From an optimization exercise on the open Yosys and OpenROAD flow, aimed at small area, a short achievable clock period and few clock cycles per item; shortcuts taken in it are not production practice. At most, simulation tests tie the RTL to the original design; equivalence was not proved. No activity file was given, so power comes from the tool's default toggle rates.

== run 1 ==
==> flow/design.v <==
module factorial_core #(
    parameter int unsigned MAX_N = 20
) (
    input  logic             clk,
    input  logic             reset_n,
    input  logic             fifo_empty,
    input  logic [31:0]      fifo_dout,
    output logic             fifo_rd_en,
    output logic [63:0]      result,
    output logic             result_valid,
    input  logic             result_ready,
    output logic             overflow,
    output logic             busy
);
    logic        r_pend;     
    logic        r_v0;       
    logic        r_v1;       
    logic [4:0]  r_c0;       
    logic [4:0]  r_c1;       
    logic [4:0]  w_code;
    logic        w_hs;
    logic        w_rd;
    logic        w_rdok;
    logic        w_rdhs;
    logic [63:0] w_fact;
    assign w_code = fifo_dout[4:0] | {5{|fifo_dout[31:5]}};
    assign w_hs = r_v0 && result_ready;
    assign w_rdok = !r_v1 && !(r_v0 && r_pend);
    assign w_rdhs = r_v0 && (r_v1 != r_pend);
    assign w_rd   = !fifo_empty && (w_rdok || (w_rdhs && result_ready));
    logic w_l000;
    logic w_l001;
    logic w_l002;
    logic w_l003;
    logic w_l004;
    logic w_l005;
    logic w_l006;
    logic w_l007;
    logic w_l008;
    logic w_l009;
    logic w_l010;
    logic w_l011;
    logic w_l012;
    logic w_l013;
    logic w_l014;
    logic w_l015;
    logic w_l016;
    logic w_l017;
    logic w_l018;
    logic w_l019;
    logic w_l020;
    logic w_l021;
    logic w_l022;
    logic w_l023;
    logic w_l024;
    logic w_l025;
    logic w_l026;
    logic w_l027;
    logic w_l028;
    logic w_l029;
    logic w_l030;
    logic w_l031;
    logic w_l032;
    logic w_l033;
    logic w_l034;
    logic w_l035;
    logic w_l036;
    logic w_l037;
    logic w_l038;
    logic w_l039;
    logic w_l040;
    logic w_l041;
  wire [20:0] d;
    assign w_l014 = 4'h4 >> r_c0[4:3];
    assign w_l015 = 4'h4 >> { w_l014, r_c0[2] };
    assign w_fact[39] = 4'h8 >> { w_l015, r_c0[1] };
    assign w_fact[47] = 4'h4 >> { w_fact[39], r_c0[0] };
    assign w_l016 = 4'h1 >> r_c0[1:0];
    assign w_l017 = 4'h8 >> { w_l016, w_l014 };
    assign w_fact[54] = 4'h8 >> { w_l017, r_c0[2] };
    assign w_l018 = 4'h8 >> r_c0[1:0];
    assign w_fact[53] = 4'h8 >> { w_l018, w_l015 };
    assign w_fact[55] = 4'he >> { w_fact[53], w_fact[54] };
    assign w_l019 = 4'h2 >> r_c0[4:3];
    assign w_l020 = 4'h8 >> { w_l019, r_c0[2] };
    assign w_fact[13] = 4'h4 >> { w_l020, r_c0[0] };
    assign w_l021 = 4'h1 >> { w_l018, w_l016 };
    assign w_l022 = 4'h8 >> { w_l021, w_l015 };
    assign w_fact[27] = 4'he >> { w_l022, w_fact[13] };
    assign w_l023 = 4'h4 >> { w_fact[27], r_c0[1] };
    assign w_fact[23] = 4'he >> { w_l023, w_fact[55] };
    assign w_l024 = 4'h1 >> { w_l021, r_c0[2] };
    assign w_l025 = 4'h8 >> { w_l021, r_c0[2] };
    assign w_l026 = 4'h1 >> { w_l025, w_l024 };
    assign w_l027 = 4'h4 >> { w_l018, r_c0[2] };
    assign w_fact[11] = 4'h2 >> { w_l027, w_l019 };
    assign w_l028 = 4'h1 >> { w_l019, w_l015 };
    assign w_l029 = 4'h2 >> { w_l028, r_c0[1] };
    assign w_l030 = 4'h4 >> { w_l015, r_c0[1] };
    assign w_l031 = 4'h1 >> { w_l030, w_l017 };
    assign w_l032 = 4'h8 >> { w_l026, w_l019 };
    assign w_fact[18] = 4'hd >> { w_l032, w_l031 };
    assign w_l033 = 4'h4 >> { w_fact[18], r_c0[2] };
    assign w_fact[16] = 4'he >> { w_l033, w_l029 };
    assign w_l034 = 4'h2 >> { w_fact[16], w_fact[11] };
    assign w_l035 = 4'h4 >> { w_l019, r_c0[2] };
    assign w_l036 = 4'h8 >> { w_l035, r_c0[1] };
    assign w_fact[10] = 4'he >> { w_l036, w_l034 };
    assign w_l037 = 4'h8 >> { w_fact[10], r_c0[0] };
    assign w_l038 = 4'h8 >> { w_l020, r_c0[0] };
    assign w_fact[41] = 4'he >> { w_l017, w_l015 };
    assign w_l039 = 4'h1 >> { w_fact[41], w_l038 };
    assign w_fact[25] = 4'hb >> { w_l039, w_l037 };
    assign w_fact[37] = 4'h8 >> { w_fact[25], w_l026 };
    assign w_fact[46] = 4'h8 >> { w_fact[37], w_fact[23] };
    assign w_fact[42] = 4'he >> { w_fact[54], w_fact[47] };
    assign w_l040 = 4'h1 >> { w_l039, w_fact[10] };
    assign w_l041 = 4'h1 >> { w_l040, w_fact[27] };
    assign w_fact[26] = 4'h1 >> { w_l041, w_fact[42] };
    assign w_l000 = 4'h8 >> { w_fact[26], r_c0[1] };
    assign w_fact[36] = 4'he >> { w_l000, w_fact[46] };
    assign w_fact[45] = 4'he >> { w_fact[54], w_fact[39] };
    assign w_fact[17] = 4'h4 >> { w_l029, w_l027 };
    assign w_fact[20] = 4'he >> { w_fact[17], w_l017 };
    assign w_l001 = 4'h8 >> { w_fact[20], w_fact[27] };
    assign w_fact[34] = 4'hd >> { w_l001, w_l031 };
    assign w_l002 = 4'h4 >> r_c0[1:0];
    assign w_fact[33] = 4'h2 >> { w_l002, w_l015 };
    assign w_fact[32] = 4'h1 >> { w_l039, w_l026 };
    assign w_fact[31] = 4'he >> { w_fact[46], w_fact[47] };
    assign w_fact[44] = 4'h4 >> { w_l015, r_c0[0] };
    assign w_fact[29] = 4'he >> { w_l038, w_l030 };
    assign w_fact[30] = 4'he >> { w_fact[29], w_l001 };
    assign w_fact[24] = 4'h4 >> { w_fact[29], w_fact[27] };
    assign w_l003 = 4'h2 >> { w_l002, w_l020 };
    assign w_fact[28] = 4'he >> { w_l003, w_fact[24] };
    assign w_l004 = 4'h4 >> { w_fact[16], w_fact[53] };
    assign w_fact[22] = 4'h8 >> { w_l004, w_fact[25] };
    assign w_fact[21] = 4'he >> { w_fact[20], w_l037 };
    assign w_l005 = 4'h1 >> { w_fact[32], w_fact[27] };
    assign w_fact[19] = 4'h1 >> { w_l005, w_fact[44] };
    assign w_fact[15] = 4'h1 >> { w_l028, r_c0[1] };
    assign w_l006 = 4'h8 >> { w_l002, w_l035 };
    assign w_fact[14] = 4'he >> { w_l006, w_l003 };
    assign w_l007 = 4'h1 >> r_c0[4:3];
    assign w_fact[4] = 4'h8 >> { w_l007, r_c0[2] };
    assign w_l008 = 4'h8 >> { w_fact[4], r_c0[1] };
    assign w_l009 = 4'h4 >> { w_l035, r_c0[1] };
    assign w_fact[7] = 4'he >> { w_l009, w_l008 };
    assign w_l010 = 4'h1 >> { w_fact[7], w_l020 };
    assign w_l011 = 4'h1 >> { w_l010, w_l021 };
    assign w_fact[12] = 4'he >> { w_l011, w_l036 };
    assign w_fact[40] = 4'h4 >> { w_l040, w_fact[47] };
    assign w_fact[9] = 4'he >> { w_l008, w_l006 };
    assign w_l012 = 4'h8 >> { w_fact[4], w_l018 };
    assign w_fact[8] = 4'he >> { w_l012, w_l035 };
    assign w_fact[6] = 4'h8 >> { w_l007, w_l025 };
    assign w_fact[5] = 4'h8 >> { w_fact[4], r_c0[0] };
    assign w_fact[3] = 4'h4 >> { w_fact[4], r_c0[1] };
    assign w_fact[2] = 4'h8 >> { w_l007, w_l027 };
    assign w_l013 = 4'h4 >> { w_l007, r_c0[2] };
    assign w_fact[1] = 4'h8 >> { w_l013, r_c0[1] };
    assign w_fact[0] = 4'h4 >> { w_l013, r_c0[1] };
    assign { d[20:18], d[3] } = { w_fact[54:53], w_fact[47], w_fact[2] };
    assign { w_fact[63:56], w_fact[52:48], w_fact[43], w_fact[38], w_fact[35] } = { 2'h0, w_fact[54], 4'h0, w_fact[55], w_fact[39], 1'h0, w_fact[47], w_fact[42], w_fact[46], w_fact[39], w_fact[31], w_fact[31] };
    assign fifo_rd_en   = w_rd;
    assign result       = w_fact;
    assign overflow     = r_c0 > 5'(MAX_N);
    assign result_valid = r_v0;
    assign busy         = r_v0 || r_pend;
    logic w_v0;
    logic w_v1;
    always_comb begin
        if (r_v0) begin
            w_v0 = !w_hs || r_v1 || r_pend;
            w_v1 = w_hs ? (r_v1 && r_pend) : (r_v1 || r_pend);
        end else begin
            w_v0 = r_pend;
            w_v1 = 1'b0;
        end
    end
    always_ff @(posedge clk or negedge reset_n) begin
        if (!reset_n) begin
            r_pend <= 1'b0;
            r_v0   <= 1'b0;
            r_v1   <= 1'b1;
        end else begin
            r_pend <= w_rd;
            r_v0   <= w_v0;
            r_v1   <= w_v1;
        end
    end
    always_ff @(posedge clk) begin
        if (w_hs || !r_v0) r_c0 <= r_v1 ? r_c1 : w_code;
        if (w_hs || !r_v1) r_c1 <= w_code;
    end
endmodule
clock: 10.0 ns
lec_check: 0
cap_margin: 20
core_margin: 2
core_utilization: 40
slew_margin: 20
standard.sh (not shown) runs the stock make flow with config.mk's settings and CLKGATE_MAP_FILE= SYNTH_SCRIPT=/design/flow/synth_recipe.tcl, a recipe that flattens the netlist after the stock synthesis.
==> flow/flow/run.sh <==
#!/bin/bash
# The standard ORFS layout, step by step, with the port buffers made of the
# smallest plain buffer (buffer_ports otherwise picks a delay cell) so repair
# can size them up where timing needs it. Each step's output goes to its own log.
set -euo pipefail
export BUFFER_PORTS_ARGS="-buffer_cell sky130_fd_sc_hd__buf_1"
for step in synth floorplan place cts route finish; do
  bash standard.sh "$step" > "log_$step.txt" 2>&1
done
The following lists how run 2 was set up differently from run 1:
# run 1
export LEC_CHECK = 0
export CAP_MARGIN = 20
export CORE_MARGIN = 2
export CORE_UTILIZATION = 40
export SLEW_MARGIN = 20
create_clock -name core_clock -period 10.0 [get_ports {clk}]
# run 2
export LEC_CHECK = 0
export ABC_AREA = 1
export CAP_MARGIN = 20
export CORE_MARGIN = 2
export CORE_UTILIZATION = 40
export SLEW_MARGIN = 20
create_clock -name core_clock -period 10.0 [get_ports {clk}]
Findings:
- The final layouts of run 1 and run 2 pass the timing, design-rule and antenna checks.
- Cmp run 1 and run 2 / total power after layout / lower: run 1
- Die: run 2 smaller than run 1
- Per the comparison of run 2 with run 1, layout sequential cell count held, number of placement rows went down 1, synthesized area went down about 9%, clock power went up about 2%.
Relative to run 2, the following input files were edited for run 3:
==> flow/flow/run.sh <==
#!/bin/bash
set -euo pipefail
export BUFFER_PORTS_ARGS="-buffer_cell sky130_fd_sc_hd__buf_1"
export SETUP_SLACK_MARGIN=5.6
for step in synth floorplan place cts route finish; do
  bash standard.sh "$step" > "log_$step.txt" 2>&1
done
### Flow results
- In summary, run 3 completed successfully, with a layout that passed the timing, design-rule and antenna checks.
- Delta (run 3 minus run 2): final layout net count climbed about 2%, pin count of the biggest net entering global routing barely changed, count of placed standard cells in the final layout, fillers left out climbed 6.
- Summary — sequential power, run 3 relative to run 2: lower, by 3.5%.
- A kind of critical path of register to primary output is what run 2 shows, while input pin to primary output belongs to run 3.
- Total met3 wirelength after detailed routing: run 3 vs run 2 up 7.5%
- Compared with run 2, in run 3 wire length of the first global-routing pass went up by about 3.7%; power higher; finished layout cell area moved up; share of layout cells above drive strength 1 higher.
No run of this note included a check of the RTL's function; only the layout flow was run.

========
Another version of the RTL of factorial_core (not shown whole).
Size in the first run: roughly 190 cells after synthesis, ~13 flip-flops, ~100 I/O pins, ~1100 um2 of cells after synthesis.
clock: 10.0 ns
lec_check: 0
abc_area: 1
cap_margin: 20
core_area: 2 2 60 60
die_area: 0 0 62 62
slew_margin: 20
==> flow/flow/run.sh <==
#!/bin/bash
set -euo pipefail
here=$(pwd)
{
  cat <<'EOT'
proc use_flow_abc_script {name1 name2 op} {
  upvar #0 abc_args a
  set i [lsearch -exact $a -script]
  if {$i >= 0 && [lindex $a [expr {$i + 1}]] ne $::env(FLOW_ABC_SCRIPT)} {
    lset a [expr {$i + 1}] $::env(FLOW_ABC_SCRIPT)
  }
}
trace add variable ::abc_args write use_flow_abc_script
# no half/full adder cells: they would only come from XORs in the table
set ::env(ADDER_MAP_FILE) ""
EOT
  cat synth_recipe.tcl
} > flow_synth.tcl
export FLOW_ABC_SCRIPT="$here/flow/area.abc"
sed "s#SYNTH_SCRIPT=[^ ]*#SYNTH_SCRIPT=$here/flow_synth.tcl#" standard.sh > flow_standard.sh
export BUFFER_PORTS_ARGS="-buffer_cell sky130_fd_sc_hd__buf_1"
export SETUP_SLACK_MARGIN=5.2
export SKIP_REPAIR_TIE_FANOUT=1
for step in synth floorplan place cts route finish; do
  bash flow_standard.sh "$step" > "log_$step.txt" 2>&1
done
==> flow/flow/area.abc <==
strash; dch -f; map -a; mfs2; strash; dch -f; map -a; topo; stime -c; buffer -c; dnsize -c
The baseline completed without violations.
Testbench counts at the start, summed over its fixed seeds: cycles 1,048, items 1,024.
Next try:
==> flow/flow/run.sh (replaced) <==
#!/bin/bash
# The standard ORFS layout, step by step, with two changes: the port buffers
# are the smallest plain buffer (buffer_ports otherwise picks a delay cell), and
# the constant outputs share one tie cell. Each step's output goes to its own log.
set -euo pipefail
export BUFFER_PORTS_ARGS="-buffer_cell sky130_fd_sc_hd__buf_1"
export SKIP_REPAIR_TIE_FANOUT=1
for step in synth floorplan place cts route finish; do
  bash standard.sh "$step" > "log_$step.txt" 2>&1
done
- CORE_AREA: 2 2 60 60 -> not set
- CORE_MARGIN: not set -> 2
- CORE_UTILIZATION: not set -> 40
- DIE_AREA: 0 0 62 62 -> not set
removed: flow/flow/area.abc
Outcome: Global-route usage came out higher by 0.96 points. Combinational power came out higher by 5.2%. Utilization went up by 7.3 points. Die area falls by 4.7%. Count of clock-buffer cells in the layout does not change. Design area rises by about 8%. Hold slack got worse by 7.7 ps. Wire length shrinks by 3.3%. Non-clock buffer count came out lower by 2. Via count went down by about 0.6%. Sequential power grows by 6.9%.
Next try:
==> flow/flow/run.sh (replaced) <==
#!/bin/bash
set -euo pipefail
export BUFFER_PORTS_ARGS="-buffer_cell sky130_fd_sc_hd__buf_1"
export SETUP_SLACK_MARGIN=5.45
export SKIP_REPAIR_TIE_FANOUT=1
for step in synth floorplan place cts route finish; do
  bash standard.sh "$step" > "log_$step.txt" 2>&1
done
- ABC_AREA: 1 -> not set
=> Setup slack improved by 350 ps; die area went up by 4.8%; via count went up by 9.2%; maximum frequency went up by 7.8%.

========
## job 101
Starting RTL as in the previous note.
export LEC_CHECK = 0
export ABC_AREA = 1
export CAP_MARGIN = 20
export CORE_AREA = 2 2 60 60
export DIE_AREA = 0 0 62 62
export SLEW_MARGIN = 20
create_clock -name core_clock -period 10.0 [get_ports {clk}]
==> flow/flow/run.sh <==
#!/bin/bash
set -euo pipefail
here=$(pwd)
{
  cat <<'EOT'
proc use_flow_abc_script {name1 name2 op} {
  upvar #0 abc_args a
  set i [lsearch -exact $a -script]
  if {$i >= 0 && [lindex $a [expr {$i + 1}]] ne $::env(FLOW_ABC_SCRIPT)} {
    lset a [expr {$i + 1}] $::env(FLOW_ABC_SCRIPT)
  }
}
trace add variable ::abc_args write use_flow_abc_script
# no half/full adder cells: they would only come from XORs in the table
set ::env(ADDER_MAP_FILE) ""
EOT
  cat synth_recipe.tcl
} > flow_synth.tcl
export FLOW_ABC_SCRIPT="$here/flow/area.abc"
sed "s#SYNTH_SCRIPT=[^ ]*#SYNTH_SCRIPT=$here/flow_synth.tcl#" standard.sh > flow_standard.sh
export BUFFER_PORTS_ARGS="-buffer_cell sky130_fd_sc_hd__buf_1"
export SETUP_SLACK_MARGIN=4.8
export SKIP_REPAIR_TIE_FANOUT=1
for step in synth floorplan place cts route finish; do
  bash flow_standard.sh "$step" > "log_$step.txt" 2>&1
done
==> flow/flow/area.abc <==
strash; dch -f; map -a; mfs2; strash; dch -f; map -a; topo; stime -c; buffer -c; dnsize -c
Testbench counts of job 101, summed over its fixed seeds: cycles 1,048, items 1,024.
Inputs modified between job 101 and job 102:
Settings: clearing DIE_AREA, which used to be 0 0 62 62; putting CORE_MARGIN at 2 where nothing was set; clearing CORE_AREA, which used to be 2 2 60 60; putting CORE_UTILIZATION at 55 where nothing was set.
==> flow/flow/run.sh <==
#!/bin/bash
set -euo pipefail
export BUFFER_PORTS_ARGS="-buffer_cell sky130_fd_sc_hd__buf_1"
export SETUP_SLACK_MARGIN=5.45
export SKIP_REPAIR_TIE_FANOUT=1
export CTS_ARGS="-repair_clock_nets -root_buf sky130_fd_sc_hd__clkbuf_4 -buf_list sky130_fd_sc_hd__clkbuf_4 -sink_clustering_enable -sink_clustering_size 20 -sink_clustering_max_diameter 500"
for step in synth floorplan place cts route finish; do
  bash standard.sh "$step" > "log_$step.txt" 2>&1
done
removed: flow/flow/area.abc
[summary]
Sort job 101 and job 102 by synthesized area per cell desc -> top: job 102. On worst hold margin, job 101 beats job 102. Compare job 101 and job 102 | sum of internal, switching and leakage power higher: job 102. Against job 101, job 102 comes in about 9% higher on number of vias per cell after detailed routing. Job 101 has a lower simple-gate area share of the yosys netlist than job 102. When the final numbers for job 101 and job 102 were put side by side, the met3 wire length turned out to be smaller in job 101. Job 102 vs job 101, critical path class: input port to output pin vs flip-flop to output pin. Of job 101 and job 102, job 101 shows the higher post-synthesis instance total, with job 102 below it.
[inputs] job 103 vs job 102
Settings: changing CORE_UTILIZATION from 55 to 40.
==> flow/flow/run.sh <==
#!/bin/bash
set -euo pipefail
here=$(pwd)
{
  cat <<'EOT'
proc use_flow_abc_script {name1 name2 op} {
  upvar #0 abc_args a
  set i [lsearch -exact $a -script]
  if {$i >= 0 && [lindex $a [expr {$i + 1}]] ne $::env(FLOW_ABC_SCRIPT)} {
    lset a [expr {$i + 1}] $::env(FLOW_ABC_SCRIPT)
  }
}
trace add variable ::abc_args write use_flow_abc_script
# no half/full adder cells: they would only come from XORs in the table
set ::env(ADDER_MAP_FILE) ""
EOT
  cat synth_recipe.tcl
} > flow_synth.tcl
export FLOW_ABC_SCRIPT="$here/flow/area.abc"
sed "s#SYNTH_SCRIPT=[^ ]*#SYNTH_SCRIPT=$here/flow_synth.tcl#" standard.sh > flow_standard.sh
export BUFFER_PORTS_ARGS="-buffer_cell sky130_fd_sc_hd__buf_1"
export SETUP_SLACK_MARGIN=5.3
export SKIP_REPAIR_TIE_FANOUT=1
for step in synth floorplan place cts route finish; do
  bash flow_standard.sh "$step" > "log_$step.txt" 2>&1
done
==> flow/flow/area.abc (new file) <==
strash; dch -f; map -a; mfs2; strash; dch -f; map -a; topo; stime -c; buffer -c; dnsize -c
### Flow results
Total power shrinks by a few percent when moving from job 102 to job 103.
Job 103: done, clean on timing, DRC and antenna
When job 103 is measured against job 102, its met3 layer usage reported by global route turns out 0.53 points lower.
Of the two candidates, job 102 has the worse setup slack and job 103 the better one.
Job 102 vs job 103, critical path's slowest cell: sky130_fd_sc_hd__a21oi_1 vs sky130_fd_sc_hd__buf_1

-- re-timing with driven ports --
In the flow no input, the clock included, has a driving cell. The finished layouts below were timed again as built, in two steps.
Step 1 sets driving cells, clkbuf_16 on the clock port and buf_2 on the other inputs (assumed; they add their load-dependent delay and slew).
Step 2 times the ports against the registers' clock, not the clock port: input delays grow and output delays shrink by t, the midpoint of the rising clock arrivals with the driver on.
Three values: ideal ports, drivers, drivers and shift; two values: the first two.
run | t (ns) | setup WS [ns] | hold WS [ns] | latest minus earliest clock arrival (ns)
run 1 | 0.286 | 5.364 / 5.346 / 5.435 | 0.550 / 0.550 / 0.550 | 0.002 / 0.002
run 2 | 0.288 | 5.175 / 5.159 / 5.415 | 0.533 / 0.533 / 0.533 | 0.001 / 0.001
run 3 | 0.289 | 5.605 / 5.553 / 5.553 | 0.533 / 0.533 / 0.533 | 0.002 / 0.001
the first run of note 2 | 0.281 | 5.457 / 5.436 / 5.436 | 0.524 / 0.524 / 0.524 | 0.001 / 0.001
the second run of note 2 | 0.279 | 5.191 / 5.175 / 5.434 | 0.516 / 0.516 / 0.516 | 0.001 / 0.001
the third run of note 2 | 0.291 | 5.537 / 5.517 / 5.517 | 0.553 / 0.553 / 0.553 | 0.002 / 0.002
job 101 | 0.281 | 5.226 / 5.208 / 5.436 | 0.524 / 0.524 / 0.524 | 0.001 / 0.001
job 102 | 0.272 | 5.471 / 5.447 / 5.447 | 0.512 / 0.512 / 0.512 | 0.000 / 0.001
job 103 | 0.280 | 5.486 / 5.464 / 5.464 | 0.521 / 0.521 / 0.521 | 0.000 / 0.001
After both steps setup and hold are still met in every run listed. For run 3, which loses most, drivers alone change the setup slack by -0.052 ns; drivers and shift together by -0.052 ns.
